From an optimization exercise on the open Yosys and OpenROAD flow, aimed at small area, a short achievable clock period and few clock cycles per item; shortcuts taken in it are not production practice.
Where RTL was checked, it was by simulation tests only, not by an equivalence proof against the original.

==> v6 <==
==> flow/design.v <==
package proc_pkg;
    localparam int unsigned ADDR_W = 24;
    localparam int unsigned DATA_W = 8;
endpackage
module dmem_array (
    input  logic        clk,
    input  logic        we,
    input  logic [7:0]  addr,
    input  logic [7:0]  wdata,
    output logic [31:0] rquart
);
    logic [2047:0] mem;
    for (genvar i = 0; i < 256; i++) begin : g_word
        always_ff @(posedge clk) begin
            if (we && (addr == 8'(i))) mem[8*i +: 8] <= wdata;
        end
    end
    for (genvar q = 0; q < 4; q++) begin : g_quart
        assign rquart[8*q +: 8] = mem[512*q + 8*addr[5:0] +: 8];
    end
endmodule
module data_mem_ctrl (
    input  logic        clk,
    input  logic        rst_n,
    input  logic [23:0] bus_addr_in,
    input  logic        bus_req,
    input  logic        bus_we,
    input  logic [7:0]  bus_wdata,
    output logic [7:0]  bus_rdata,
    output logic        bus_busy,
    output logic        bus_done,
    output logic        bus_err
);
    logic        busy_q;
    logic        s1_v;
    logic        s1_err;
    logic [1:0]  s1_quart;
    logic [31:0] s1_cand;
    logic        done_q;
    logic        err_q;
    logic [7:0]  rdata_q;
    logic [31:0] rquart;
    logic        oor_c;
    logic        acc_c;
    assign oor_c = |bus_addr_in[23:8];
    assign acc_c = rst_n && bus_req && !busy_q;
    always_ff @(posedge clk) begin
        if (!rst_n) begin
            busy_q <= 1'b1;
            s1_v   <= 1'b0;
            done_q <= 1'b0;
        end else begin
            busy_q <= 1'b0;
            s1_v   <= acc_c;
            done_q <= s1_v;
        end
    end
    always_ff @(posedge clk) begin
        s1_err   <= oor_c;
        s1_quart <= bus_addr_in[7:6];
        s1_cand  <= rquart;
        err_q    <= s1_err;
        rdata_q  <= s1_cand[8*s1_quart +: 8];
    end
    dmem_array u_array (
        .clk    (clk),
        .we     (acc_c && bus_we && !oor_c),
        .addr   (bus_addr_in[7:0]),
        .wdata  (bus_wdata),
        .rquart (rquart)
    );
    assign bus_rdata = rdata_q;
    assign bus_busy  = busy_q;
    assign bus_done  = done_q;
    assign bus_err   = err_q;
endmodule
module data_mem_top (
    input  logic        clk,
    input  logic        rst_n,
    input  logic [23:0] addr_in,
    input  logic        req,
    input  logic        we,
    input  logic [7:0]  wdata,
    output logic [7:0]  rdata,
    output logic        busy,
    output logic        done,
    output logic        err
);
    data_mem_ctrl u_ctrl (
        .clk         (clk),
        .rst_n       (rst_n),
        .bus_addr_in (addr_in),
        .bus_req     (req),
        .bus_we      (we),
        .bus_wdata   (wdata),
        .bus_rdata   (rdata),
        .bus_busy    (busy),
        .bus_done    (done),
        .bus_err     (err)
    );
endmodule
==> flow/run.sh <==
#!/bin/bash
# synth_recipe.tcl (not shown) runs the flow's synth.tcl, then flattens the netlist and writes it again
# the make line also repeats each setting of config.mk as NAME=value (left out here)
make -C /OpenROAD-flow-scripts/flow DESIGN_CONFIG=/design/flow/config.mk WORK_HOME=/design/flow/orfs CLKGATE_MAP_FILE= SYNTH_SCRIPT=/design/flow/synth_recipe.tcl finish
==> flow/config.mk <==
export PLATFORM = sky130hd
export DESIGN_NAME = data_mem_top
export DESIGN_NICKNAME = data_mem_top
export VERILOG_FILES = /design/flow/design.v
export SDC_FILE = /design/flow/constraint.sdc
export NUM_CORES = 4
export LEC_CHECK = 0
export CAP_MARGIN = 20
export CORE_MARGIN = 2
export CORE_UTILIZATION = 60
export CTS_BUF_LIST = sky130_fd_sc_hd__clkbuf_8 sky130_fd_sc_hd__clkbuf_16
export CTS_CLUSTER_DIAMETER = 120
export CTS_CLUSTER_SIZE = 24
export SETUP_SLACK_MARGIN = 2.35
export SLEW_MARGIN = 20
==> flow/constraint.sdc <==
create_clock -name core_clock -period 4.5 [get_ports {clk}]
set_input_delay 0.9000 -clock core_clock [delete_from_list [all_inputs] [get_ports {clk}]]
set_output_delay 0.9000 -clock core_clock [all_outputs]
set_load 0.01 [all_outputs]
==> v16 (differences from v6) <==
==> flow/design.v, changed modules only <==
module dmem_array (
    input  logic       clk,
    input  logic       we,
    input  logic [7:0] addr,
    input  logic [7:0] wdata,
    output logic [7:0] rdata
);
    logic [2047:0] mem;
    for (genvar i = 0; i < 256; i++) begin : g_word
        always_ff @(posedge clk) begin
            if (we && (addr == 8'(i))) mem[8*i +: 8] <= wdata;
        end
    end
    assign rdata = mem[8*addr +: 8];
endmodule
module data_mem_ctrl (
    input  logic        clk,
    input  logic        rst_n,
    input  logic [23:0] bus_addr_in,
    input  logic        bus_req,
    input  logic        bus_we,
    input  logic [7:0]  bus_wdata,
    output logic [7:0]  bus_rdata,
    output logic        bus_busy,
    output logic        bus_done,
    output logic        bus_err
);
    logic       busy_q;
    logic       done_q;
    logic       err_q;
    logic [7:0] rdata_q;
    logic [7:0] mem_rdata;
    logic       oor_c;
    logic       acc_c;
    assign oor_c = |bus_addr_in[23:8];
    assign acc_c = rst_n && bus_req && !busy_q;
    always_ff @(posedge clk) begin
        if (!rst_n) begin
            busy_q <= 1'b1;
            done_q <= 1'b0;
        end else begin
            busy_q <= 1'b0;
            done_q <= acc_c;
        end
    end
    always_ff @(posedge clk) begin
        err_q   <= oor_c;
        rdata_q <= mem_rdata;
    end
    dmem_array u_array (
        .clk   (clk),
        .we    (acc_c && bus_we && !oor_c),
        .addr  (bus_addr_in[7:0]),
        .wdata (bus_wdata),
        .rdata (mem_rdata)
    );
    assign bus_rdata = rdata_q;
    assign bus_busy  = busy_q;
    assign bus_done  = done_q;
    assign bus_err   = err_q;
endmodule
CORE_UTILIZATION = 45   (was 60)
CTS_BUF_LIST = unset   (was sky130_fd_sc_hd__clkbuf_8 sky130_fd_sc_hd__clkbuf_16)
CTS_CLUSTER_DIAMETER = unset   (was 120)
CTS_CLUSTER_SIZE = unset   (was 24)
SETUP_SLACK_MARGIN = 2.0   (was 2.35)
==> v35 (differences from v6) <==
==> flow/design.v, changed modules only <==
module dmem_array (
    input  logic        clk,
    output logic [1:0]  ph,           
    input  logic [1:0]  bus_v,        
    input  logic [9:0]  bus_ring,     
    input  logic [15:0] bus_data,     
    input  logic [5:0]  raddr,        
    output logic [31:0] rquart        
);
    logic [2047:0] st;
    logic [1:0]    ph_q;
    always_ff @(posedge clk) begin
        ph_q <= ph_q + 2'd1;
    end
    assign ph = ph_q;
    for (genvar r = 0; r < 64; r++) begin : g_ring
        localparam int B = r % 2;
        logic inj;
        assign inj = bus_v[B] && (bus_ring[5*B +: 5] == 5'(r / 2));
        always_ff @(posedge clk) begin
            st[32*r +  8 +: 8] <= st[32*r      +: 8];
            st[32*r + 16 +: 8] <= st[32*r +  8 +: 8];
            st[32*r + 24 +: 8] <= st[32*r + 16 +: 8];
            st[32*r      +: 8] <= inj ? bus_data[8*B +: 8] : st[32*r + 24 +: 8];
        end
    end
    logic [1:0]   rpos;
    assign rpos = raddr[1:0] + ph_q;
    for (genvar q = 0; q < 4; q++) begin : g_quart
        logic [31:0] rring;
        assign rring = st[512*q + 32*raddr[5:2] +: 32];
        always_comb begin
            case (rpos)
                2'd0:    rquart[8*q +: 8] = rring[ 7: 0];
                2'd1:    rquart[8*q +: 8] = rring[15: 8];
                2'd2:    rquart[8*q +: 8] = rring[23:16];
                default: rquart[8*q +: 8] = rring[31:24];
            endcase
        end
    end
endmodule
module data_mem_ctrl #(
    parameter int unsigned NPEND = 10
) (
    input  logic        clk,
    input  logic        rst_n,
    input  logic [23:0] bus_addr_in,
    input  logic        bus_req,
    input  logic        bus_we,
    input  logic [7:0]  bus_wdata,
    output logic [7:0]  bus_rdata,
    output logic        bus_busy,
    output logic        bus_done,
    output logic        bus_err
);
    logic       busy_q;
    logic       done_q;
    logic       err_q;
    logic [7:0] rdata_q;
    logic       oor_c;
    logic       acc_c;
    logic       wr_c;
    logic [7:0] addr_c;
    assign oor_c  = |bus_addr_in[23:8];
    assign acc_c  = rst_n && bus_req && !busy_q;
    assign wr_c   = acc_c && bus_we && !oor_c;
    assign addr_c = bus_addr_in[7:0];
    logic [NPEND-1:0] pv;
    logic [7:0]       pa [NPEND];
    logic [7:0]       pd [NPEND];
    logic [1:0]       bv;
    logic [7:0]       ba [2];
    logic [7:0]       bd [2];
    logic [1:0]       ph;
    logic [NPEND-1:0] hit;       
    logic [NPEND-1:0] nxt;       
    logic [NPEND-1:0] sel0;      
    logic [NPEND-1:0] sel1;      
    logic [NPEND-1:0] mv;
    logic [NPEND-1:0] ins;       
    logic [NPEND-1:0] upd;       
    logic [NPEND-1:0] pv_d;
    logic [1:0]       bhit;      
    logic [1:0] nxt_k;
    always_ff @(posedge clk) begin
        nxt_k <= 2'd1 - ph;
    end
    for (genvar i = 0; i < NPEND; i++) begin : g_cmp
        assign hit[i] = pv[i] && (pa[i] == addr_c);
        assign nxt[i] = pv[i] && (pa[i][1:0] == nxt_k);
    end
    for (genvar b = 0; b < 2; b++) begin : g_bcmp
        assign bhit[b] = bv[b] && (ba[b] == addr_c);
    end
    always_comb begin
        logic f0, f1;
        sel0 = '0;
        sel1 = '0;
        f0   = 1'b0;
        f1   = 1'b0;
        for (int i = 0; i < NPEND; i++) begin
            if (nxt[i] && !pa[i][2] && !f0) begin
                sel0[i] = 1'b1;
                f0      = 1'b1;
            end
            if (nxt[i] && pa[i][2] && !f1) begin
                sel1[i] = 1'b1;
                f1      = 1'b1;
            end
        end
    end
    assign mv  = sel0 | sel1;
    assign upd = hit & {NPEND{wr_c}};
    always_comb begin
        logic fi;
        ins = '0;
        fi  = 1'b0;
        for (int i = 0; i < NPEND; i++) begin
            if (!pv[i] && !fi) begin
                ins[i] = wr_c && !(|upd);
                fi     = 1'b1;
            end
        end
    end
    assign pv_d = ins | (pv & ~mv) | upd;
    always_ff @(posedge clk) begin
        pv <= pv_d;
        for (int i = 0; i < NPEND; i++) begin
            if (ins[i]) pa[i] <= addr_c;
            if (ins[i] || upd[i]) pd[i] <= bus_wdata;
        end
    end
    always_ff @(posedge clk) begin
        logic [7:0] a0, a1, d0, d1;
        a0 = '0;
        a1 = '0;
        d0 = '0;
        d1 = '0;
        for (int i = 0; i < NPEND; i++) begin
            a0 = a0 | ({8{sel0[i]}} & pa[i]);
            a1 = a1 | ({8{sel1[i]}} & pa[i]);
            d0 = d0 | ({8{sel0[i]}} & pd[i]);
            d1 = d1 | ({8{sel1[i]}} & pd[i]);
        end
        bv    <= {|sel1, |sel0};
        ba[0] <= a0;
        ba[1] <= a1;
        bd[0] <= d0;
        bd[1] <= d1;
    end
    logic [7:0] fwd;
    always_comb begin
        fwd = '0;
        if (|hit) begin
            for (int i = 0; i < NPEND; i++) begin
                fwd = fwd | ({8{hit[i]}} & pd[i]);
            end
        end else begin
            fwd = ({8{bhit[0]}} & bd[0]) | ({8{bhit[1]}} & bd[1]);
        end
    end
    logic        s1_v;
    logic        s1_err;
    logic [1:0]  s1_quart;
    logic [31:0] s1_cand;
    logic        s1_hit;
    logic [7:0]  s1_fwd;
    logic [31:0] rquart;
    always_ff @(posedge clk) begin
        if (!rst_n) begin
            s1_v   <= 1'b0;
            done_q <= 1'b0;
        end else begin
            s1_v   <= acc_c;
            done_q <= s1_v;
        end
        busy_q   <= !rst_n || (&pv_d);
        s1_err   <= oor_c;
        s1_quart <= addr_c[7:6];
        s1_cand  <= rquart;
        s1_hit   <= (|hit) || (|bhit);
        s1_fwd   <= fwd;
        err_q    <= s1_err;
        rdata_q  <= s1_hit ? s1_fwd : s1_cand[8*s1_quart +: 8];
    end
    dmem_array u_array (
        .clk      (clk),
        .ph       (ph),
        .bus_v    (bv),
        .bus_ring ({ba[1][7:3], ba[0][7:3]}),
        .bus_data ({bd[1], bd[0]}),
        .raddr    (addr_c[5:0]),
        .rquart   (rquart)
    );
    assign bus_rdata = rdata_q;
    assign bus_busy  = busy_q;
    assign bus_done  = done_q;
    assign bus_err   = err_q;
endmodule
SETUP_SLACK_MARGIN = 2.2   (was 2.35)
==> v30 (differences from v6) <==
SETUP_SLACK_MARGIN = 2.2   (was 2.35)
==> impl_metrics.ini <==
[critical_path]
critPathBufInv = 5
cp.depth = 10
start_kind = input port
critical_path_class = in -> reg
cp-startpoint = addr_in[0]

[route]
drt_wl_total_um = 202700
m1WireLength_um = 84290

[global_route]
grt_use_met1_pct = 32.03

[floorplanning]
core_area_um2 = 173600
initial_core_util_pct = 45.23

[power_and_ir_drop]
p_per_area_nw_per_um2 = 422.3
power_frac_comb_pct = 5.2
pg_seq_mw = 21.1

[finish]
layout.nonclk_buf_share_pct = 5.206
num-nonclk-inverters = 2

[outcome]
outcome = no timing/DRC/antenna violations

[logic_synthesis]
synth.area.mux_share_pct = 14.68
(the above is from v16)
==> impl_metrics.ini <==
[critical_path]
cp.depth = 10
r2r-start = u_ctrl.busy_q
cp-startpoint = addr_in[0]
start_kind = input port

[cts]
postCtsHoldBufs = 0

[logic_synthesis]
ys_ff_latch = 2095
synthArstFlopShare_pct = 0

[timing]
worst_pin_slew_ns = 1.040

[finish]
largest_reg_flops = 2048
layout.nonclk_buf_share_pct = 7.590
num-nonclk-inverters = 2

[global_route]
grt_use_met1_pct = 44.59
top_usage_layer = met2

[floorplanning]
initial_core_util_pct = 60.43
core_area_um2 = 131300

[power_and_ir_drop]
p_per_area_nw_per_um2 = 360.0
pg_seq_mw = 21.5

[outcome]
outcome = no timing/DRC/antenna violations

[route]
drt_wl_total_um = 201200
ant_nets = 0
(the above is from v6)
==> impl_metrics.ini <==
[critical_path]
critPathBufInv = 1
cp.depth = 8
start_kind = flip-flop
critical_path_class = reg -> reg
path_cells = buf_12, xor2_4, or4b_2, a22oi_1, nand2_1, o211ai_1, nand4_1, o41ai_2
cp-startpoint = u_ctrl.nxt_k[1]

[finish]
layout.nonclk_buf_share_pct = 6.558
num-nonclk-inverters = 7

[timing]
setup_tns_ns = 0

[power_and_ir_drop]
p_per_area_nw_per_um2 = 377.0
power_frac_comb_pct = 3.6
pg_seq_mw = 20.7

[outcome]
outcome = no timing/DRC/antenna violations

[placed_design]
port_buffers = 46

[floorplanning]
core_area_um2 = 125100
initial_core_util_pct = 60.24

[route]
drt_wl_total_um = 198300

[logic_synthesis]
synth.area.mux_share_pct = 28.03
(the above is from v35)
==> impl_metrics.ini <==
[outcome]
outcome = no timing/DRC/antenna violations

[power_and_ir_drop]
power_frac_comb_pct = 6.3
pg_seq_mw = 21.5
p_per_area_nw_per_um2 = 369.1

[critical_path]
start_kind = input port
critPathBufInv = 4
cp.depth = 8

[cts]
clock_sinks = 2095
postCtsHoldBufs = 0
cts_tree = built

[floorplanning]
die-area_um2 = 135200
core_area_um2 = 131300
initial_core_util_pct = 60.43
die_h_um = 367.7

[global_route]
grt_use_met1_pct = 43.83

[route]
drt_wl_total_um = 195900
m1WireLength_um = 79710
vias = 38190

[finish]
diodes = 1
layout.nonclk_buf_share_pct = 5.112
seq_share_pct = 68.89

[logic_synthesis]
synthArstFlopShare_pct = 0
(the above is from v30)
Testbench counts of v6, summed over its fixed seeds: cycles 4,816, items 4,800.
Testbench counts of v30, summed over its fixed seeds: cycles 4,816, items 4,800.
The RTL of v16 and v35 was laid out without a check of its function.

## what the ideal ports hide
The results above use ideal ports. As a check the final layouts listed here were re-extracted and re-timed, cells and wires unchanged.
Step 1: set_driving_cell puts a clkbuf_16 on clk and a buf_2 on each other input, an assumption about the parent block.
Step 2 adds t to the input delays and takes it off the output delays; t is the mean of the earliest and latest rising clock arrival at the registers after step 1. Input paths then give back, and output paths get back, about the clock's delay inside the block.
Three values: no drivers, after step 1, after step 2; two values: the first two.
run | shift t [ns] | setup slack, ns | worst setup path after step 2 | clock arrival spread, ns | slew at the worst register clock pin (ns)
v6 | 0.802 | 2.044 / 1.864 / 1.062 | input to register | 0.050 / 0.050 | 0.11 / 0.11
v16 | 0.893 | 1.909 / 1.720 / 0.827 | input to register | 0.054 / 0.054 | 0.07 / 0.07
v35 | 0.821 | 1.770 / 1.738 / 0.917 | input to register | 0.029 / 0.028 | 0.11 / 0.11
v30 | 0.808 | 2.133 / 1.883 / 1.075 | input to register | 0.045 / 0.045 | 0.10 / 0.10
After both steps setup and hold are still met in every run listed. The setup slack of v16, which loses most, moves by -0.189 ns with the drivers and by -1.082 ns with both steps.
